From an optimization exercise on the open Yosys and OpenROAD flow, aimed at small area; shortcuts taken in it are not production practice.
The RTL was checked by simulation tests, not by an equivalence proof against the original design.
Power figures rest on the tool's default switching activity, not on a simulated workload.

### flow/design.v
module wb_regfile #(
   parameter int DATA_W = 32,
   parameter int ADDR_W = 5,
   parameter int CNT_W  = 16
) (
   input  logic              clk,
   input  logic              rst_n,
   input  logic              MemtoReg_WB,
   input  logic              RegWrite_WB,
   input  logic [DATA_W-1:0] dmReadData_WB,
   input  logic [DATA_W-1:0] ALUResult_WB,
   input  logic [ADDR_W-1:0] Dst_WB,
   input  logic [ADDR_W-1:0] ReadReg1_ID,
   input  logic [ADDR_W-1:0] ReadReg2_ID,
   output logic [DATA_W-1:0] ReadData1_ID,
   output logic [DATA_W-1:0] ReadData2_ID,
   output logic [DATA_W-1:0] WriteData_WB,
   output logic [CNT_W-1:0]  CommitCount
);
   localparam int NREGS = 1 << ADDR_W;
   logic [DATA_W-1:0] regs_q [1:NREGS-1];    
   logic [DATA_W-1:0] regs_d [1:NREGS-1];
   logic              phase_q;
   logic [CNT_W-1:0]  commit_q;
   logic              wr_qual;
   logic [DATA_W-1:0] wdata_n;      
   logic [NREGS-1:1]  wen;          
   logic [NREGS-1:1]  sel1, sel2;   
   logic              rd1_any, rd2_any;
   logic [DATA_W-1:0] rd1_raw, rd2_raw;
   assign WriteData_WB = MemtoReg_WB ? dmReadData_WB : ALUResult_WB;
   assign wr_qual      = rst_n & RegWrite_WB & (Dst_WB != '0);
   assign wdata_n = ~{DATA_W{rst_n}} | (WriteData_WB ^ {DATA_W{phase_q}});
   always_comb begin
      for (int i = 1; i < NREGS; i++) begin
         wen[i]  = !rst_n || (RegWrite_WB && (Dst_WB == ADDR_W'(i)));
         sel1[i] = rst_n && (ReadReg1_ID == ADDR_W'(i));
         sel2[i] = rst_n && (ReadReg2_ID == ADDR_W'(i));
      end
   end
   for (genvar i = 1; i < NREGS; i++) begin : g_reg
      for (genvar b = 0; b < DATA_W; b++) begin : g_bit
         wb_regfile_nxt u_nxt (
            .q(regs_q[i][b]), .we(wen[i]), .we_n(~wen[i]), .wd_n(wdata_n[b]),
            .d(regs_d[i][b])
         );
      end
   end
   always_ff @(posedge clk) begin
      phase_q <= rst_n & ~phase_q;
      for (int i = 1; i < NREGS; i++) begin
         regs_q[i] <= regs_d[i];
      end
   end
   always_ff @(posedge clk) begin
      if (!rst_n) begin
         commit_q <= '0;
      end else if (wr_qual && (commit_q != '1)) begin
         commit_q <= commit_q + 1'b1;
      end
   end
   for (genvar b = 0; b < DATA_W; b++) begin : g_rd
      logic [NREGS-1:1] col;
      for (genvar i = 1; i < NREGS; i++) begin : g_col
         assign col[i] = regs_q[i][b];
      end
      wb_regfile_rdsel #(.N(NREGS-1)) u_rd1 (.sel(sel1), .d(col), .y(rd1_raw[b]));
      wb_regfile_rdsel #(.N(NREGS-1)) u_rd2 (.sel(sel2), .d(col), .y(rd2_raw[b]));
   end
   assign rd1_any = rst_n && (ReadReg1_ID != '0);
   assign rd2_any = rst_n && (ReadReg2_ID != '0);
   assign ReadData1_ID = rd1_raw ^ {DATA_W{phase_q & rd1_any}};
   assign ReadData2_ID = rd2_raw ^ {DATA_W{phase_q & rd2_any}};
   assign CommitCount = commit_q;
endmodule
module wb_regfile_nxt (
   input  logic q,
   input  logic we,
   input  logic we_n,
   input  logic wd_n,
   output logic d
);
   assign d = ~((q | we) & (wd_n | we_n));
endmodule
module wb_regfile_rdsel #(
   parameter int N = 31
) (
   input  logic [N-1:0] sel,
   input  logic [N-1:0] d,
   output logic         y
);
   localparam int NG = N / 3;    
   logic [NG-1:0] g_n;
   for (genvar g = 0; g < NG; g++) begin : g_grp
      wb_regfile_aoi3 u_aoi (.s(sel[3*g +: 3]), .d(d[3*g +: 3]), .y_n(g_n[g]));
   end
   assign y = ~&{g_n, ~(sel[N-1:3*NG] & d[N-1:3*NG])};
endmodule
module wb_regfile_aoi3 (
   input  logic [2:0] s,
   input  logic [2:0] d,
   output logic       y_n
);
   assign y_n = ~|(s & d);
endmodule
### flow/flow/run.sh
#!/bin/bash
set -euo pipefail
cd "$(dirname "$0")/.."
CTS="-sink_clustering_enable -repair_clock_nets -dont_use_dummy_load"
CTS="$CTS -buf_list sky130_fd_sc_hd__clkbuf_16 -sink_clustering_size 30 -sink_clustering_max_diameter 80"
bash standard.sh \
  "BUFFER_PORTS_ARGS=-buffer_cell sky130_fd_sc_hd__buf_1" \
  "CTS_ARGS=$CTS" \
  finish > flow_make.log 2>&1
### flow/standard.sh
#!/bin/bash
# synth_recipe.tcl (not shown) runs the flow's synth.tcl, then flattens the netlist and writes it again
# the make line also repeats each setting of config.mk as NAME=value (left out here)
make -C /OpenROAD-flow-scripts/flow DESIGN_CONFIG=/design/flow/config.mk WORK_HOME=/design/flow/orfs CLKGATE_MAP_FILE= SYNTH_SCRIPT=/design/flow/synth_recipe.tcl "${@:-finish}"
### flow/config.mk
export PLATFORM = sky130hd
export DESIGN_NAME = wb_regfile
export DESIGN_NICKNAME = wb_regfile
export VERILOG_FILES = /design/flow/design.v
export SDC_FILE = /design/flow/constraint.sdc
export NUM_CORES = 4
export LEC_CHECK = 0
export CAP_MARGIN = 20
export CORE_MARGIN = 2
export CORE_UTILIZATION = 55
export CTS_BUF_LIST = sky130_fd_sc_hd__clkbuf_16
export CTS_CLUSTER_DIAMETER = 80
export CTS_CLUSTER_SIZE = 30
export PLACE_DENSITY = 0.7
export SETUP_SLACK_MARGIN = 0.1
export SLEW_MARGIN = 20
export SYNTH_HIERARCHICAL = 1
export SYNTH_MINIMUM_KEEP_SIZE = 0
### flow/constraint.sdc
create_clock -name core_clock -period 6.5 [get_ports {clk}]
set_input_delay 1.3000 -clock core_clock [delete_from_list [all_inputs] [get_ports {clk}]]
set_output_delay 1.3000 -clock core_clock [all_outputs]
set_load 0.01 [all_outputs]
==> impl_results.md, run 1 <==
- Syn Nets: 3451
- Crit path max fanout: 23
- CTS Buf Count: 44
- Cell Rows: 95
- Count leader, synth: dfxtp_1
- Ys Warns: 10
- Root buffer cell: clkbuf_16
- Worst VDD drop: 0.253 mV
- Worst hold slack: 0.475 ns
- Critical Path End: ReadData1_ID[7]
- CP dominant cell by count: buf_4
- Hold_sp: regs_q[2][4]
- Final WS setup: 0.504 ns
- Crit path from: rst_n
- Max_slew headroom: 16.2%
- Worst-skew pair later-pin latency: 0.67 ns
- Share of flip-flops with an asynchronous set or reset: 0%
- Nets: 3808
- Antenna viol nets, final: 0
- FF-to-FF setup slack: 4.26 ns
- DP Worst Slack: 0.799 ns
- CTS tree: built
- Initial core utilization: 55.6%
- FMAX: 167 MHz
- P_leak: 14.9 nW
- Die Width: 265 µm
- # DRC: 0
- Worst-Margin Slew: 1.26 ns
- Longest Clk Path Bufs: 3
- Layer with the highest usage: met2
- Grt ovf: 0
- Clk_skew: 0.0450 ns
- Worst setup EP type: primary output
- Worst min-delay path class: register to register
- CTS Hold Buffers Added: 0
- Drt wl/cell: 38.3 µm
- Run status: timing/DRC/antenna clean
- Sum Neg Setup Slack: 0 ns
- Die Ht: 265 µm
- Antenna violations before repair: 7
- EDFF count, synth: 0
- Reg2Reg Depth: 4
- Cell Chain, Critical Path: clkbuf_4 -> inv_1 -> buf_4 -> nor2_1 -> nand3_1 -> nor2_2 -> buf_4 -> a222oi_1 -> nand4_1 -> a2111o_1 -> xor2_1 -> buf_1
- Initial drt markers: 10200
- Core ar.: 67400 µm²
- Top cells by area, synth: dfxtp_1, a222oi_1, o22ai_1
- Clk pin slew, worst setup/hold paths: 0.10 ns
- Fin crit share: 92.2%
- Crit path arrival time: 4.70 ns
- Hold Vio Cnt, Final: 0
- Footprint of the multi-input gates: 17500 µm²
- List of most frequent post-synthesis cells: dfxtp_1, o22ai_1, a222oi_1
- Cell Pwr Density: 305 nW/µm²
- First-pass GRT wire length: 253000 µm
- Post-layout util: 62.2%
- Max cap viols: 0
- Placed wire-length estimate: 104000 µm
- Largest net degree at the start of global routing: 45
- Minimum clock period after layout: 6.00 ns
- Post-synth top area share: 53.9%
- Register area share after synthesis: 53.9%
- Netlist cell types: 45
- R2r endpoint: regs_q[21][15]
- Layout fillers: 5475
- Full die area: 70300 µm²
- Total track usage: 47.5%
- Crit Reg-Reg Startpoint: phase_q
- Syn Area/Cell: 11.1 µm²
- Via Count: 40800
- CTS-repair resized insts: 0
- Gpl congestion: 0.974
- Crit Path Category: input pin to primary output
- Synth Cell Area: 37500 µm²
- Post-CTS Setup Inserts: 0
- # clock sinks: 1009
- Global Route met3 Usage: 19.7%
- Required time worst endpoint: 5.20 ns
- Share of cells above drive strength 1: 9.51%
- GR Layer Usage met1: 58.4%
- Max Slew Vio Count: 0
- Register Area: 20200 µm²
- Num ports: 195
- Vias in the first global route: 39200
- RSZ-0062 raised after global routing: no
- Most area-hungry cell type in the Yosys netlist: dfxtp_1
- Layout overhead on the synthesized area: 11.8%
- Global Route met2 Usage: 69.1%
- CP startpoint kind: input pin
- Post-synth top flop: dfxtp_1
- Max stage delay on crit path: 0.69 ns
- Port Buffer Count: 194
- Pre-antenna DRT Iters: 22
- Total Wirelength: 176000 µm
- Design Power: 12.8 mW
- Critical-path top delay cell: nor2_2
- H-Tree Level Count: 2
- Cell count after synthesis: 3367
- Flops & latches, synth: 1009
- Vias/cell: 8.87
- Final number of setup-violating endpoints: 0
state kept, by name, summed over array words and instances, names as in the netlist:
| name | count |
|---|---|
| commit_q | 16 |
| phase_q | 1 |
| regs_q | 992 |
per-module statistics from Yosys (local to each module, per instance), excerpt:
module | times used | area [µm²] | flops+latches | cells
wb_regfile_nxt | 992 | 6.26 | 0 | 1
wb_regfile | 1 | 23100 | 1009 | 1479
wb_regfile_aoi3 | 640 | 10.0 | 0 | 1
area by class of cell:
type | instances | area share, %
Antenna cell | 2 | 0.0119
Tap cell | 873 | 2.60
Clock buffer | 44 | 2.63
Inverter | 33 | 0.295
Timing Repair Buffer | 346 | 4.67
Sequential cell | 1009 | 48.2
Multi-Input combinational cell | 2290 | 41.6
per-layer routing:
layer / part of all wire, % / up-vias
li1: - / 16100
met1: 34 / 19400
met2: 40 / 4109
met3: 17 / 1211
met4: 8.2 / 12
met5: 0.049 / -
worst min path at each step:
stage                     depth (start not counted)             end  slack, ns
after floorplan                                   1   regs_q[10][0]       0.44
after global placement                            1  regs_q[22][25]       0.45
after detailed placement                          1  regs_q[22][25]       0.46
after CTS                                         1  regs_q[14][21]       0.47
after global routing                              1  regs_q[22][18]       0.49
final                                             1    regs_q[2][4]       0.47
cells by family after synthesis:
family / Yosys count / synth area share, %
AO/OA/AOI/OAI: 1726 / 36.0
XOR/XNOR: 96 / 2.24
adder cells (fa/ha/maj): 1 / 0.0334
buffers and inverters: 68 / 0.791
flip-flops: 1009 / 53.9
multiplexers: 43 / 1.25
AND/OR/NAND/NOR: 424 / 5.79
stage by stage:
step | instance area (µm²) | instances
after floorplan | 37500 | 3367
after global placement | 40800 | 4550
after detailed placement | 40800 | 4551
after CTS | 41900 | 4595
after global routing | 41900 | 4595
final | 41900 | 4597
worst max-delay path, delay by kind of cell:
family | cells | cell delay [ns]
AO/OA/AOI/OAI | 2 | 0.28
buffers and inverters | 5 | 1.31
AND/OR/NAND/NOR | 4 | 1.36
XOR/XNOR | 1 | 0.44
placed cells by master (no fill, tap or decap), drive strengths merged, types with 11 or more instances in the layout:
master and instances:
o21ai 18, nand2 122, clkinv 13, inv 20, nand2b 18, a2111o 64, mux2i 11, mux2 32
dfxtp 1009, nor2 84, xnor2 64, a222oi 640, xor2 32, nand4 137, clkbuf 46, nor4 11
nor3 12, buf 344, o22ai 992
report_power, final:
| part | total [mW] | internal, mW | switching (mW) |
|---|---|---|---|
| clock network | 3.18 | 1.22 | 1.96 |
| registers | 7.67 | 7.02 | 0.654 |
| logic | 1.95 | 0.686 | 1.27 |
==> inputs of run 2 (changes only) <==
--- a/flow/config.mk
+++ b/flow/config.mk
@@ -13,2 +13,3 @@
 export CTS_CLUSTER_SIZE = 30
+export GPL_ROUTABILITY_DRIVEN = 0
 export PLACE_DENSITY = 0.7
==> impl_results.md, run 2 <==
- Run status: timing/DRC/antenna clean (unchanged)
- CTS tree: built (unchanged)
- Hold_sp: regs_q[22][5] (was regs_q[2][4])
- Syn Area/Cell: 11.1 µm² (unchanged)
- Footprint of the multi-input gates: 17500 µm² (about the same)
- Die Ht: 265 µm (unchanged)
- Root buffer cell: clkbuf_16 (unchanged)
- Count leader, synth: dfxtp_1 (unchanged)
- Nets: 3800 (was 3808)
- Hold Vio Cnt, Final: 0 (unchanged)
- RSZ-0062 raised after global routing: no (unchanged)
- CTS Hold Buffers Added: 0 (unchanged)
- Netlist cell types: 45 (unchanged)
- Placed cells: 4543 (was 4551)
- Worst-Margin Slew: 1.26 ns (about the same)
- Cell Rows: 95 (unchanged)
- Clk pin slew, worst setup/hold paths: 0.10 ns (about the same)
- Worst VDD drop: 0.210 mV (was 0.253 mV)
- Pre-antenna DRT Iters: 14 (was 22)
- Core ar.: 67400 µm² (unchanged)
- Longest Clk Path Bufs: 3 (unchanged)
- Reg with most FFs: regs_q (unchanged)
- Die Width: 265 µm (unchanged)
- Ys Warns: 10 (unchanged)
- Register Area: 20200 µm² (unchanged)
- Synth Cell Area: 37500 µm² (unchanged)
- P_leak: 14.9 nW (about the same)
- Cell Pwr Density: 305 nW/µm² (about the same)
- Worst min-delay path class: register to register (unchanged)
- FF-to-FF setup slack: 4.19 ns (was 4.26 ns)
- Crit Path Category: input pin to primary output (unchanged)
- Initial core utilization: 55.6% (unchanged)
- Antenna violations before repair: 8 (was 7)
- # clock sinks: 1009 (unchanged)
- Required time worst endpoint: 5.20 ns (about the same)
- Max reg flops: 992 (unchanged)
- Layout overhead on the synthesized area: 11.6% (was 11.8%)
- Layout fillers: 5479 (was 5475)
- Num ports: 195 (unchanged)
- Crit path max fanout: 32 (was 23)
- Antenna viol nets, final: 0 (unchanged)
- Port Buffer Count: 194 (unchanged)
- Vias/cell: 8.86 (was 8.87)
- Final Instance Count excl. Fillers: 4592 (was 4597)
- Worst setup EP type: primary output (unchanged)
- Syn Nets: 3451 (unchanged)
- List of most frequent post-synthesis cells: dfxtp_1, o22ai_1, a222oi_1 (unchanged)
- CP startpoint kind: input pin (unchanged)
- First-pass GRT wire length: 247000 µm (was 253000 µm)
- H-Tree Level Count: 2 (unchanged)
- Minimum clock period after layout: 6.02 ns (was 6.00 ns)
- # DRC: 0 (unchanged)
- Placed wire-length estimate: 102000 µm (was 104000 µm)
- Clk_skew: 0.0533 ns (was 0.0450 ns)
- Share of cells above drive strength 1: 9.50% (was 9.51%)
- Flops & latches, synth: 1009 (unchanged)
- Most area-hungry cell type in the Yosys netlist: dfxtp_1 (unchanged)
- CTS Buf Count: 43 (was 44)
- Worst-skew pair later-pin latency: 0.66 ns (was 0.67 ns)
- Crit path arrival time: 4.72 ns (was 4.70 ns)
- Sum Neg Setup Slack: 0 ns (unchanged)
- Final number of setup-violating endpoints: 0 (unchanged)
- Max Slew Vio Count: 0 (unchanged)
- Post-synth top area share: 53.9% (unchanged)
- Max_slew headroom: 15.8% (was 16.2%)
- Total Wirelength: 172000 µm (was 176000 µm)
- Crit Reg-Reg Startpoint: phase_q (unchanged)
- Drt wl/cell: 37.5 µm (was 38.3 µm)
- CTS-repair resized insts: 0 (unchanged)
- Full die area: 70300 µm² (unchanged)
- Crit path from: ReadReg1_ID[0] (was rst_n)
- FMAX: 166 MHz (was 167 MHz)
- Top cells by area, synth: dfxtp_1, a222oi_1, o22ai_1 (unchanged)
- Fin crit share: 92.7% (was 92.2%)
- Post-CTS Setup Inserts: 0 (unchanged)
- Top Registers: regs_q x992, commit_q x16, phase_q x1 (unchanged)
- Commonest non-fill, non-tap cells in the layout: dfxtp_1, o22ai_1, a222oi_1 (unchanged)
- Most common cell after layout, fill and taps aside: dfxtp_1 (unchanged)
- Grt ovf: 0 (unchanged)
- Cell count after synthesis: 3367 (unchanged)
- EDFF count, synth: 0 (unchanged)
- Max cap viols: 0 (unchanged)
- Post-synth top flop: dfxtp_1 (unchanged)
- Vias in the first global route: 39200 (about the same)
- Share of flip-flops with an asynchronous set or reset: 0% (unchanged)
- Total track usage: 46.3% (was 47.5%)
- Initial drt markers: 10700 (was 10200)
- Register area share after synthesis: 53.9% (unchanged)
- Via Count: 40700 (was 40800)
- Largest net degree at the start of global routing: 71 (was 45)
==> run 2: changes by cell type in the layout (fill, tap and decap cells not counted), moves of 3 or more <==
cell and delta:
nand2_1 -8, buf_12 -4, buf_4 -5, diode_2 +3
inv_1 +4, clkinv_1 -3, nand2_2 +8
==> run 2: final cells by class <==
class | instances | share of cell area [%]
multi-input cells | 2290 | 41.8
clock buffers | 43 | 2.57
flip-flops and latches | 1009 | 48.3
diodes | 5 | 0.0299
inverters | 33 | 0.296
repair buffers | 339 | 4.48
well taps | 873 | 2.61
==> run 2: kinds of logic after synthesis <==
logic type | count (synthesis) | share of synthesized area [%]
simple gates | 424 | 5.79
compound gates | 1726 | 36.0
xor+xnor | 96 | 2.24
fa+ha+maj | 1 | 0.0334
buf+inv | 68 | 0.791
mux | 43 | 1.25
flops | 1009 | 53.9
==> run 2: modules after synthesis, one instance, submodules excluded, excerpt <==
module	flops+latches	cells	area [µm²]	copies in the design
wb_regfile	1009	1479	23100	1
wb_regfile_nxt	0	1	6.26	992
wb_regfile_aoi3	0	1	10.0	640
==> run 2: final timing paths <==
check | end | cells past startpoint
min reg2reg | regs_q[22][5] | 1
min | regs_q[22][5] | 1
max reg2reg | regs_q[25][4] | 4
max | ReadData1_ID[9] | 10
==> run 2: critical path, stage by stage <==
cell and delay (ns):
buf_1 0.42, nand2b_1 0.35, or3_1 0.31, nor2_2 0.07, buf_4 0.30, a222oi_1 0.40
nand4_1 0.36, a2111o_1 0.42, xor2_1 0.53, buf_1 0.23
==> run 2: stage by stage <==
step                      utilization [%]  worst slack, ns  hold slack (ns)  area (µm²)  power [mW]
after floorplan                         -            0.773            0.442       37500        8.75
after global placement               60.3            0.676            0.449       40600        9.45
after detailed placement             60.4            0.654            0.458       40700        9.61
after CTS                            62.0            0.646            0.473       41800        12.6
after global routing                 62.1            0.473            0.487       41800        13.1
final                                62.1            0.476            0.474       41900        12.8
==> run 2: per-layer routing <==
layer  share of wire, %  track usage, %
met1                 33            56.0
met2                 42            68.5
met3                 18            18.7
met4                8.0            29.3
met5              0.024               0
==> run 2: report_power, final <==
group | total [mW] | leakage (nW) | switching (mW) | internal [mW]
clock network | 3.14 | 0.530 | 1.95 | 1.19
registers | 7.67 | 8.48 | 0.653 | 7.02
logic | 1.95 | 5.87 | 1.27 | 0.683
==> inputs of run 3 (changes only) <==
--- a/flow/design.v
+++ b/flow/design.v
@@ -24,2 +24,3 @@
    logic [CNT_W-1:0]  commit_q;
+   logic [CNT_W:0]    commit_c;     
    logic              wr_qual;
@@ -54,8 +55,8 @@
    end
+   assign commit_c[0] = wr_qual & ~&commit_q;
+   for (genvar k = 0; k < CNT_W; k++) begin : g_cnt
+      assign commit_c[k+1] = commit_c[k] & commit_q[k];
+   end
    always_ff @(posedge clk) begin
-      if (!rst_n) begin
-         commit_q <= '0;
-      end else if (wr_qual && (commit_q != '1)) begin
-         commit_q <= commit_q + 1'b1;
-      end
+      commit_q <= {CNT_W{rst_n}} & (commit_q ^ commit_c[CNT_W-1:0]);
    end
--- a/flow/config.mk
+++ b/flow/config.mk
@@ -13,3 +13,2 @@
 export CTS_CLUSTER_SIZE = 30
-export GPL_ROUTABILITY_DRIVEN = 0
 export PLACE_DENSITY = 0.7
==> impl_results.md, run 3 <==
- Run status: timing/DRC/antenna clean (unchanged)
- Ys Warns: 10 (unchanged)
- FMAX: 159 MHz (was 166 MHz)
- Gpl congestion: 0.994
- Total Wirelength: 185000 µm (was 172000 µm)
- P_leak: 14.9 nW (about the same)
- List of most frequent post-synthesis cells: dfxtp_1, o22ai_1, a222oi_1 (unchanged)
- Most common cell after layout, fill and taps aside: dfxtp_1 (unchanged)
- H-Tree Level Count: 2 (unchanged)
- Antenna viol nets, final: 0 (unchanged)
- Flops & latches, synth: 1009 (unchanged)
- Pre-antenna DRT Iters: 14 (unchanged)
- Num ports: 195 (unchanged)
- Clk pin slew, worst setup/hold paths: 0.07 ns (was 0.10 ns)
- Layout fillers: 5493 (was 5479)
- CTS Hold Buffers Added: 0 (unchanged)
- Worst min-delay path class: register to register (unchanged)
- EDFF count, synth: 0 (unchanged)
- Net Sw Power: 3.97 mW (was 3.87 mW)
- Core ar.: 67200 µm² (was 67400 µm²)
- Largest net degree at the start of global routing: 54 (was 71)
- Fin crit share: 96.5% (was 92.7%)
- Worst setup EP type: primary output (unchanged)
- Grt ovf: 0 (unchanged)
- Required time worst endpoint: 5.20 ns (about the same)
- Layout overhead on the synthesized area: 12.4% (was 11.6%)
- Top cells by area, synth: dfxtp_1, a222oi_1, o22ai_1 (unchanged)
- Max Slew Vio Count: 0 (unchanged)
- Count leader, synth: dfxtp_1 (unchanged)
- Sw Ratio: 30.8% (was 30.3%)
- Commonest non-fill, non-tap cells in the layout: dfxtp_1, o22ai_1, a222oi_1 (unchanged)
- Syn Area/Cell: 11.3 µm² (was 11.1 µm²)
- Max stage delay on crit path: 0.67 ns (was 0.53 ns)
- Crit path arrival time: 4.97 ns (was 4.72 ns)
- WHS Path Cells: 1 (unchanged)
- P_int: 8.92 mW (was 8.90 mW)
- Register area share after synthesis: 54.1% (was 53.9%)
- Comb pwr share: 15.9% (was 15.3%)
- Root buffer cell: clkbuf_16 (unchanged)
- Cell Pwr Density: 307 nW/µm² (was 305 nW/µm²)
- Synth Cell Area: 37400 µm² (was 37500 µm²)
- Hold Vio Cnt, Final: 0 (unchanged)
- Crit Path Category: input pin to primary output (unchanged)
- Max cap viols: 0 (unchanged)
- Clk pwr share: 24.5% (was 24.6%)
- Worst VDD drop: 0.199 mV (was 0.210 mV)
- CTS tree: built (unchanged)
- Max_slew headroom: 18.8% (was 15.8%)
- Cell Rows: 95 (unchanged)
- # clock sinks: 1009 (unchanged)
- Critical-path top delay cell: nand4_1 (was xor2_1)
- Final Cell Area: 42000 µm² (was 41900 µm²)
- # DRC: 0 (unchanged)
- Netlist cell types: 30 (was 45)
- Clk_skew: 0.103 ns (was 0.0533 ns)
- Drt wl/cell: 40.4 µm (was 37.5 µm)
- Reg2Reg Depth: 20 (was 4)
- CTS-repair resized insts: 0 (unchanged)
- Die Ht: 265 µm (about the same)
- Post-synth top area share: 54.1% (was 53.9%)
- Total track usage: 50.1% (was 46.3%)
- First-pass GRT wire length: 261000 µm (was 247000 µm)
- Reg with most FFs: regs_q (unchanged)
- Vias in the first global route: 38900 (was 39200)
- CP startpoint kind: input pin (unchanged)
- Share of cells above drive strength 1: 9.94% (was 9.50%)
- Reg power frac: 59.6% (was 60.1%)
- Nets: 3792 (was 3800)
- Share of flip-flops with an asynchronous set or reset: 0% (unchanged)
- Sum Neg Setup Slack: 0 ns (unchanged)
- Worst-Margin Slew: 1.22 ns (was 1.26 ns)
- Crit path max fanout: 13 (was 32)
- Post-CTS Setup Inserts: 0 (unchanged)
- Post-synth top flop: dfxtp_1 (unchanged)
- DP Worst Slack: 0.627 ns (was 0.654 ns)
- Final WS setup: 0.230 ns (was 0.476 ns)
- Cell count after synthesis: 3308 (was 3367)
- Syn Nets: 3406 (was 3451)
- Longest Clk Path Bufs: 3 (unchanged)
- Initial drt markers: 10000 (was 10700)
- Minimum clock period after layout: 6.27 ns (was 6.02 ns)
- CTS Buf Count: 43 (unchanged)
- Final number of setup-violating endpoints: 0 (unchanged)
- Max reg flops: 992 (unchanged)
- Worst hold slack: 0.478 ns (was 0.474 ns)
- Worst-skew pair later-pin latency: 0.68 ns (was 0.66 ns)
- Design Power: 12.9 mW (was 12.8 mW)
- Most area-hungry cell type in the Yosys netlist: dfxtp_1 (unchanged)
- Full die area: 70000 µm² (was 70300 µm²)
- RSZ-0062 raised after global routing: no (unchanged)
- Die Width: 265 µm (about the same)
- DP Area: 40800 µm² (was 40700 µm²)
- Antenna violations before repair: 12 (was 8)
- Via Count: 40800 (was 40700)
- Cell Chain, Critical Path: buf_1 -> nor2b_1 -> nand3b_1 -> nor2_2 -> buf_4 -> buf_4 -> a222oi_1 -> nand4_1 -> a2111o_1 -> xnor2_1 -> buf_1 (was buf_1 -> nand2b_1 -> or3_1 -> nor2_2 -> buf_4 -> a222oi_1 -> nand4_1 -> a2111o_1 -> xor2_1 -> buf_1)
- Top Registers: regs_q x992, commit_q x16, phase_q x1 (unchanged)
- Initial core utilization: 55.6% (about the same)
- Placed wire-length estimate: 110000 µm (was 102000 µm)
- Vias/cell: 8.93 (was 8.86)
- Port Buffer Count: 194 (unchanged)
## run 3: area by class of cell
class	count	area, µm²	area share (%)
multi-input combinational	2253	17400	41.4
antenna	5	12.5	0.0298
tap	873	1090	2.60
sequential	1009	20200	48.1
timing repair buffer	375	2180	5.18
inverter	12	45.0	0.107
clock buffer	43	1080	2.56
## run 3: metal layers
metal / track usage, % / part of all wire [%]
met5: 0.139 / 0.064
met3: 23.6 / 18
met2: 70.0 / 39
met1: 59.6 / 32
met4: 37.6 / 9.6
## run 3: logic make-up after synthesis
family	after synthesis	share of synthesized area, %
buffers and inverters	46	0.603
XOR/XNOR	97	2.27
AO/OA/AOI/OAI	1749	36.7
multiplexers	32	0.965
adder cells (fa/ha/maj)	15	0.502
flip-flops	1009	54.1
AND/OR/NAND/NOR	360	4.93
## run 3: worst paths after layout
check / startpoint / endpoint / slack, ns
setup reg to reg: commit_q[13] / commit_q[15] / 2.46
hold reg to reg: regs_q[20][0] / regs_q[20][0] / 0.48
setup / recovery: ReadReg2_ID[4] / ReadData2_ID[9] / 0.23
hold / removal: regs_q[20][0] / regs_q[20][0] / 0.48
## run 3: worst max-delay path, delay by kind of cell
kind	cells	cell delay, ns
AOI/OAI and AO/OA	2	1.09
xor gates and xnor gates	1	0.18
buffers and inverters	4	1.04
and+or+nand+nor	4	1.33
## run 3: Yosys stat by module, one instance, submodules excluded, excerpt
module,flip-flops and latches,copies in the design,area [µm²]
wb_regfile,1009,1,23000
wb_regfile_aoi3,0,640,10.0
wb_regfile_nxt,0,992,6.26
## run 3: power by group through the flow
stage               sequential (mW)  clock, mW  combinational, mW
finish                         7.68       3.16               2.05
global placement               7.70          0               1.84
detailed placement             7.78          0               1.91
floorplan                      7.61          0               1.16
global route                   7.77       3.32               2.08
CTS                            7.64       3.10               1.91
## run 3: stage by stage
| step | cells | utilization (%) |
|---|---|---|
| after floorplan | 3308 | - |
| after global placement | 4519 | 60.8 |
| after detailed placement | 4519 | 60.8 |
| after CTS | 4562 | 62.4 |
| after global routing | 4567 | 62.5 |
| final | 4570 | 62.5 |
==> inputs of run 4 (changes only) <==
--- a/flow/design.v
+++ b/flow/design.v
@@ -28,2 +28,3 @@
    logic [NREGS-1:1]  wen;          
+   logic [NREGS-1:1]  wen_n;        
    logic [NREGS-1:1]  sel1, sel2;   
@@ -33,6 +34,7 @@
    assign wr_qual      = rst_n & RegWrite_WB & (Dst_WB != '0);
-   assign wdata_n = ~{DATA_W{rst_n}} | (WriteData_WB ^ {DATA_W{phase_q}});
+   assign wdata_n = WriteData_WB ^ {DATA_W{phase_q}};
    always_comb begin
       for (int i = 1; i < NREGS; i++) begin
-         wen[i]  = !rst_n || (RegWrite_WB && (Dst_WB == ADDR_W'(i)));
+         wen[i]   = !rst_n || (RegWrite_WB && (Dst_WB == ADDR_W'(i)));
+         wen_n[i] = !(rst_n && RegWrite_WB && (Dst_WB == ADDR_W'(i)));
          sel1[i] = rst_n && (ReadReg1_ID == ADDR_W'(i));
@@ -44,3 +46,3 @@
          wb_regfile_nxt u_nxt (
-            .q(regs_q[i][b]), .we(wen[i]), .we_n(~wen[i]), .wd_n(wdata_n[b]),
+            .q(regs_q[i][b]), .we(wen[i]), .we_n(wen_n[i]), .wd_n(wdata_n[b]),
             .d(regs_d[i][b])
--- a/flow/config.mk
+++ b/flow/config.mk
@@ -13,2 +13,3 @@
 export CTS_CLUSTER_SIZE = 30
+export GPL_ROUTABILITY_DRIVEN = 0
 export PLACE_DENSITY = 0.7
==> impl_results.md, run 4 <==
- Crit Path Category: input pin to primary output (unchanged)
- Post-synth top area share: 54.3% (was 54.1%)
- P_leak: 15.2 nW (was 14.9 nW)
- Design Power: 12.1 mW (was 12.9 mW)
- Nets: 3778 (was 3792)
- Vias in the first global route: 39000 (was 38900)
- # clock sinks: 1009 (unchanged)
- Syn Area/Cell: 11.3 µm² (about the same)
- Clk_skew: 0.0338 ns (was 0.103 ns)
- List of most frequent post-synthesis cells: dfxtp_1, o22ai_1, a222oi_1 (unchanged)
- Grt ovf: 0 (unchanged)
- Total track usage: 50.1% (about the same)
- Core ar.: 67000 µm² (was 67200 µm²)
- CP dominant cell by count: buf_1
- Initial core utilization: 55.5% (was 55.6%)
- Synth Cell Area: 37200 µm² (was 37400 µm²)
- Crit path max fanout: 25 (was 13)
- Commonest non-fill, non-tap cells in the layout: dfxtp_1, o22ai_1, a222oi_1 (unchanged)
- Port Buffer Count: 194 (unchanged)
- Antenna violations before repair: 14 (was 12)
- CP startpoint kind: input pin (unchanged)
- Max stage delay on crit path: 0.81 ns (was 0.67 ns)
- RSZ-0062 raised after global routing: no (unchanged)
- Reg with most FFs: regs_q (unchanged)
- Sum Neg Setup Slack: 0 ns (unchanged)
- First-pass GRT wire length: 260000 µm (was 261000 µm)
- Top cells by area, synth: dfxtp_1, a222oi_1, o22ai_1 (unchanged)
- Final number of setup-violating endpoints: 0 (unchanged)
- Via Count: 41100 (was 40800)
- Placed wire-length estimate: 110000 µm (about the same)
- CTS-repair resized insts: 0 (unchanged)
- Num ports: 195 (unchanged)
- Minimum clock period after layout: 6.23 ns (was 6.27 ns)
- Worst-skew pair later-pin latency: 0.66 ns (was 0.68 ns)
- Layout overhead on the synthesized area: 14.5% (was 12.4%)
- Crit path arrival time: 4.93 ns (was 4.97 ns)
- Count leader, synth: dfxtp_1 (unchanged)
- Post-synth top flop: dfxtp_1 (unchanged)
- Longest Clk Path Bufs: 3 (unchanged)
- Most area-hungry cell type in the Yosys netlist: dfxtp_1 (unchanged)
- CTS Buf Count: 44 (was 43)
- Worst setup EP type: primary output (unchanged)
- Share of cells above drive strength 1: 10.7% (was 9.94%)
- Die Width: 264 µm (was 265 µm)
- # DRC: 0 (unchanged)
- Top Registers: regs_q x992, commit_q x16, phase_q x1 (unchanged)
- Critical-path top delay cell: nand4_1 (unchanged)
- Run status: timing/DRC/antenna clean (unchanged)
- CTS tree: built (unchanged)
- Largest net degree at the start of global routing: 40 (was 54)
- Cell Pwr Density: 283 nW/µm² (was 307 nW/µm²)
- Register area share after synthesis: 54.3% (was 54.1%)
- Drt wl/cell: 40.4 µm (about the same)
- Clk pin slew, worst setup/hold paths: 0.06 ns (was 0.07 ns)
- Worst VDD drop: 0.209 mV (was 0.199 mV)
- Syn Nets: 3388 (was 3406)
- Netlist cell types: 26 (was 30)
- Hold Vio Cnt, Final: 0 (unchanged)
- Flops & latches, synth: 1009 (unchanged)
- Cell Rows: 95 (unchanged)
- Root buffer cell: clkbuf_16 (unchanged)
- Pre-antenna DRT Iters: 17 (was 14)
- Worst Path Buf+Inv: 3 (was 4)
- Initial drt markers: 11600 (was 10000)
- Antenna viol nets, final: 0 (unchanged)
- Worst-Margin Slew: 1.33 ns (was 1.22 ns)
- Max Slew Vio Count: 0 (unchanged)
- Max reg flops: 992 (unchanged)
- Cell count after synthesis: 3290 (was 3308)
- Share of flip-flops with an asynchronous set or reset: 0% (unchanged)
- Full die area: 69800 µm² (was 70000 µm²)
- Delay-heaviest family, CP: simple AND/OR/NAND/NOR gates (unchanged)
- EDFF count, synth: 0 (unchanged)
- Post-CTS Setup Inserts: 0 (unchanged)
- Vias/cell: 9.03 (was 8.93)
- Fin crit share: 95.8% (was 96.5%)
- Total Wirelength: 184000 µm (was 185000 µm)
- Die Ht: 264 µm (was 265 µm)
- FMAX: 161 MHz (was 159 MHz)
- Ys Warns: 10 (unchanged)
- Max_slew headroom: 11.0% (was 18.8%)
- Most common cell after layout, fill and taps aside: dfxtp_1 (unchanged)
- Cell Chain, Critical Path: buf_1 -> nand2b_1 -> or2_2 -> nor2_2 -> buf_4 -> a222oi_1 -> nand4_1 -> a2111o_1 -> xnor2_1 -> buf_1 (was buf_1 -> nor2b_1 -> nand3b_1 -> nor2_2 -> buf_4 -> buf_4 -> a222oi_1 -> nand4_1 -> a2111o_1 -> xnor2_1 -> buf_1)
- H-Tree Level Count: 2 (unchanged)
- Worst min-delay path class: register to register (unchanged)
- Required time worst endpoint: 5.20 ns (about the same)
- Max cap viols: 0 (unchanged)
- CTS Hold Buffers Added: 0 (unchanged)
## run 4: worst paths after layout
kind                       start  cells past startpoint               end  slack [ns]
setup / recovery  ReadReg2_ID[2]                     10  ReadData2_ID[14]        0.27
hold / removal    regs_q[17][27]                      1    regs_q[17][27]        0.47
setup reg to reg    commit_q[11]                     20      commit_q[15]        1.81
hold reg to reg   regs_q[17][27]                      1    regs_q[17][27]        0.47
## run 4: per-layer routing
layer	wire length, µm	track usage, %	vias to the layer above
met1	58700	59.8	19300
met4	17700	35.9	20
met5	214	2.15	-
met3	36100	24.8	1323
li1	-	-	15900
met2	71600	69.4	4592
## run 4: layout make-up
| class | instances | area, µm² |
|---|---|---|
| Timing Repair Buffer | 372 | 2380 |
| Antenna cell | 7 | 17.5 |
| Clock buffer | 44 | 1100 |
| Sequential cell | 1009 | 20200 |
| Fill cell | 5368 | 24400 |
| Tap cell | 873 | 1090 |
| Multi-Input combinational cell | 2253 | 17800 |
## run 4: kinds of logic after synthesis
logic type,synth area share [%]
fa+ha+maj,0.504
compound gates,36.4
simple gates,5.20
buf+inv,0.423
flops,54.3
xor+xnor,2.28
mux,0.968
## run 4: through the flow
stage | util [%] | std cells | hold WS [ns] | instance area [µm²] | setup WS [ns]
after CTS | 63.2 | 4541 | 0.470 | 42400 | 0.839
after floorplan | - | 3290 | 0.442 | 37200 | 1.04
final | 63.6 | 4558 | 0.472 | 42600 | 0.274
after global routing | 63.6 | 4553 | 0.481 | 42600 | 0.384
after detailed placement | 61.5 | 4497 | 0.459 | 41200 | 0.854
after global placement | 61.4 | 4494 | 0.449 | 41200 | 0.844
## run 4: per-module statistics from Yosys (local to each module, per instance), a selection
module	flops+latches	times used
wb_regfile_nxt	0	992
wb_regfile	1009	1
wb_regfile_aoi3	0	640
## run 4: where the power goes
part           switching [mW]  total, mW  internal, mW
clock                    1.95       3.17          1.22
sequential              0.407       7.09          6.69
combinational            1.19       1.80         0.612
==> inputs of run 5 (changes only) <==
==> flow/flow/run.sh (replaced) <==
#!/bin/bash
set -euo pipefail
cd "$(dirname "$0")/.."
CTS="-sink_clustering_enable -repair_clock_nets -dont_use_dummy_load"
CTS="$CTS -buf_list sky130_fd_sc_hd__clkbuf_16 -sink_clustering_size 25 -sink_clustering_max_diameter 80"
bash standard.sh \
  "BUFFER_PORTS_ARGS=-buffer_cell sky130_fd_sc_hd__buf_1" \
  "CTS_ARGS=$CTS" \
  finish > flow_make.log 2>&1
--- a/flow/config.mk
+++ b/flow/config.mk
@@ -12,4 +12,3 @@
 export CTS_CLUSTER_DIAMETER = 80
-export CTS_CLUSTER_SIZE = 30
-export GPL_ROUTABILITY_DRIVEN = 0
+export CTS_CLUSTER_SIZE = 25
 export PLACE_DENSITY = 0.7
==> impl_results.md, run 5 <==
- CP startpoint kind: input pin (unchanged)
- # DRC: 0 (unchanged)
- Die Width: 264 µm (unchanged)
- Crit Reg-Reg Startpoint: commit_q[12] (was commit_q[11])
- Nets: 3774 (was 3778)
- Reg with most FFs: regs_q (unchanged)
- Most common cell after layout, fill and taps aside: dfxtp_1 (unchanged)
- FF-to-FF setup slack: 1.68 ns (was 1.81 ns)
- # clock sinks: 1009 (unchanged)
- Sum Neg Setup Slack: 0 ns (unchanged)
- Grt ovf: 0 (unchanged)
- Gpl congestion: 1.01
- Share of flip-flops with an asynchronous set or reset: 0% (unchanged)
- CTS Hold Buffers Added: 0 (unchanged)
- CTS Buf Count: 48 (was 44)
- Antenna violations before repair: 8 (was 14)
- RSZ-0062 raised after global routing: no (unchanged)
- Count leader, synth: dfxtp_1 (unchanged)
- Register area share after synthesis: 54.3% (unchanged)
- Fin crit share: 92.4% (was 95.8%)
- Clk pin slew, worst setup/hold paths: 0.09 ns (was 0.06 ns)
- H-Tree Level Count: 2 (unchanged)
- Max_slew headroom: 10.6% (was 11.0%)
- Antenna viol nets, final: 0 (unchanged)
- Final Instance Count excl. Fillers: 4552 (was 4558)
- Pre-antenna DRT Iters: 13 (was 17)
- Clk_skew: 0.0411 ns (was 0.0338 ns)
- Ys Warns: 10 (unchanged)
- Core ar.: 67000 µm² (unchanged)
- Largest net degree at the start of global routing: 33 (was 40)
- Post-synth top area share: 54.3% (unchanged)
- Port Buffer Count: 194 (unchanged)
- Drt wl/cell: 40.4 µm (about the same)
- Total track usage: 49.8% (was 50.1%)
- Max reg flops: 992 (unchanged)
- WHS Path Cells: 1 (unchanged)
- P_leak: 15.1 nW (was 15.2 nW)
- Root buffer cell: clkbuf_16 (unchanged)
- FMAX: 167 MHz (was 161 MHz)
- Die Ht: 264 µm (unchanged)
- Vias in the first global route: 39200 (was 39000)
- Cell count after synthesis: 3290 (unchanged)
- R2r endpoint: commit_q[15] (unchanged)
- Hold_sp: regs_q[23][6] (was regs_q[17][27])
- Cell Rows: 95 (unchanged)
- Share of cells above drive strength 1: 10.5% (was 10.7%)
- Hold Vio Cnt, Final: 0 (unchanged)
- Syn Area/Cell: 11.3 µm² (unchanged)
- Top Registers: regs_q x992, commit_q x16, phase_q x1 (unchanged)
- Via Count: 41100 (about the same)
- Most area-hungry cell type in the Yosys netlist: dfxtp_1 (unchanged)
- Max Slew Vio Count: 0 (unchanged)
- Full die area: 69800 µm² (unchanged)
- Synth Cell Area: 37200 µm² (unchanged)
- Syn Nets: 3388 (unchanged)
- Worst VDD drop: 0.235 mV (was 0.209 mV)
- Top cells by area, synth: dfxtp_1, a222oi_1, o22ai_1 (unchanged)
- Max cap viols: 0 (unchanged)
- Layout overhead on the synthesized area: 14.3% (was 14.5%)
- CTS tree: built (unchanged)
- Vias/cell: 9.02 (was 9.03)
- DP Worst Slack: 0.617 ns (was 0.854 ns)
- Initial drt markers: 11200 (was 11600)
- EDFF count, synth: 0 (unchanged)
- Worst-Margin Slew: 1.34 ns (was 1.33 ns)
- Run status: timing/DRC/antenna clean (unchanged)
- Worst setup EP type: primary output (unchanged)
- Initial core utilization: 55.5% (unchanged)
- Longest Clk Path Bufs: 3 (unchanged)
- Netlist cell types: 26 (unchanged)
- CTS-repair resized insts: 0 (unchanged)
- Reg2Reg Depth: 20 (unchanged)
- Num ports: 195 (unchanged)
- Minimum clock period after layout: 6.00 ns (was 6.23 ns)
- Hold Path End: regs_q[23][6] (was regs_q[17][27])
- Crit path max fanout: 10 (was 25)
- Flops & latches, synth: 1009 (unchanged)
- Total Wirelength: 184000 µm (about the same)
- First-pass GRT wire length: 259000 µm (was 260000 µm)
- Crit path arrival time: 4.70 ns (was 4.93 ns)
- Post-CTS Setup Inserts: 0 (unchanged)
- Worst min-delay path class: register to register (unchanged)
- Final WS setup: 0.497 ns (was 0.274 ns)
- Placed wire-length estimate: 107000 µm (was 110000 µm)
- Post-layout util: 63.5% (was 63.6%)
- Placed cells: 4490 (was 4497)
- Crit Path Category: input pin to primary output (unchanged)
- List of most frequent post-synthesis cells: dfxtp_1, o22ai_1, a222oi_1 (unchanged)
- Worst-skew pair later-pin latency: 0.66 ns (about the same)
- Cell Pwr Density: 285 nW/µm² (was 283 nW/µm²)
- Final number of setup-violating endpoints: 0 (unchanged)
- Post-synth top flop: dfxtp_1 (unchanged)
- Commonest non-fill, non-tap cells in the layout: dfxtp_1, o22ai_1, a222oi_1 (unchanged)
- Required time worst endpoint: 5.20 ns (about the same)
==> run 5: area by class of cell <==
cell class | instances | area (µm²)
multi-input combinational | 2253 | 17800
fill | 5318 | 24500
sequential | 1009 | 20200
antenna | 5 | 12.5
clock buffer | 48 | 1200
timing repair buffer | 364 | 2240
tap | 873 | 1090
==> run 5: cell families (layout without fill, tap and decap cells) <==
group / Yosys count / in the layout / synth area share [%]
other cells: 0 / 5 / 0
compound gates: 1729 / 1729 / 36.4
mux: 32 / 32 / 0.968
xor+xnor: 97 / 97 / 2.28
fa+ha+maj: 15 / 15 / 0.504
flops: 1009 / 1009 / 54.3
buf+inv: 28 / 412 / 0.423
simple gates: 380 / 380 / 5.20
==> run 5: where the power goes <==
group | internal, mW | switching (mW) | total, mW | leakage, nW
Clock | 1.32 | 1.97 | 3.30 | 0.592
Combinational | 0.596 | 1.16 | 1.76 | 6.07
Sequential | 6.68 | 0.404 | 7.09 | 8.46
==> run 5: routing by layer <==
layer  vias up  global-route usage [%]  part of all wire, %
met3      1215                    22.4                   19
met4        14                    36.1                  9.2
li1      15900                       -                    -
met5         -                    1.80                 0.16
met1     19400                    60.9                   33
met2      4569                    68.8                   39
==> run 5: how the worst max path moves through the flow <==
stage                        start                to  slack (ns)  cells after the start
CTS                          rst_n  ReadData2_ID[25]        0.61                     10
global route        ReadReg2_ID[3]  ReadData2_ID[23]        0.54                     11
finish              ReadReg2_ID[3]  ReadData2_ID[23]        0.50                     11
floorplan           ReadReg2_ID[3]   ReadData2_ID[0]        1.04                      7
global placement             rst_n  ReadData2_ID[25]        0.67                     10
detailed placement           rst_n  ReadData2_ID[25]        0.62                     10
==> run 5: worst max-delay path, cell delays in order <==
cell	delay, ns
buf_1	0.18
nand2b_1	0.37
or2_2	0.30
nor2_2	0.16
buf_6	0.23
buf_4	0.19
a222oi_1	0.36
nand4_1	0.58
a2111o_1	0.54
xnor2_1	0.28
buf_1	0.20
==> run 5: metrics by stage <==
stage	hold WS [ns]	area, µm²	power (mW)
after floorplan	0.442	37200	8.05
after global placement	0.449	41100	8.73
after detailed placement	0.459	41100	8.83
after CTS	0.472	42300	11.9
after global routing	0.483	42500	12.4
final	0.473	42500	12.1
==> run 5: modules after synthesis (local to each module, per instance), excerpt <==
module           times used  cells
wb_regfile                1   1402
wb_regfile_aoi3         640      1
wb_regfile_nxt          992      1

[port drivers added, routing unchanged]
No port has a modelled driver above. Below, the same layouts with a new extraction and two added sets of constraints.
Step 1: set_driving_cell puts a clkbuf_16 on clk and a buf_2 on each other input, an assumption about the parent block.
Step 2 moves the port delays by t, midway between the first and last clock arrival at a register: inputs arrive t later, outputs are due t later. That takes back most of the time a late clock gives input paths.
Slacks: ideal ports / drivers / drivers and shift; pairs: ideal ports / drivers.
| run | t (ns) | slack for setup (ns) | cell pins on the clock port's net |
|---|---|---|---|
| run 1 | 0.706 | 0.504 / 0.468 / 0.468 | 1 |
| run 2 | 0.701 | 0.476 / 0.449 / 0.449 | 1 |
| run 3 | 0.692 | 0.230 / 0.202 / 0.202 | 1 |
| run 4 | 0.696 | 0.274 / 0.202 / 0.202 | 1 |
| run 5 | 0.692 | 0.497 / 0.458 / 0.458 | 1 |
After both steps setup and hold are still met in every run listed. The setup slack of run 4, which loses most, moves by -0.072 ns with the drivers and by -0.072 ns with both steps.
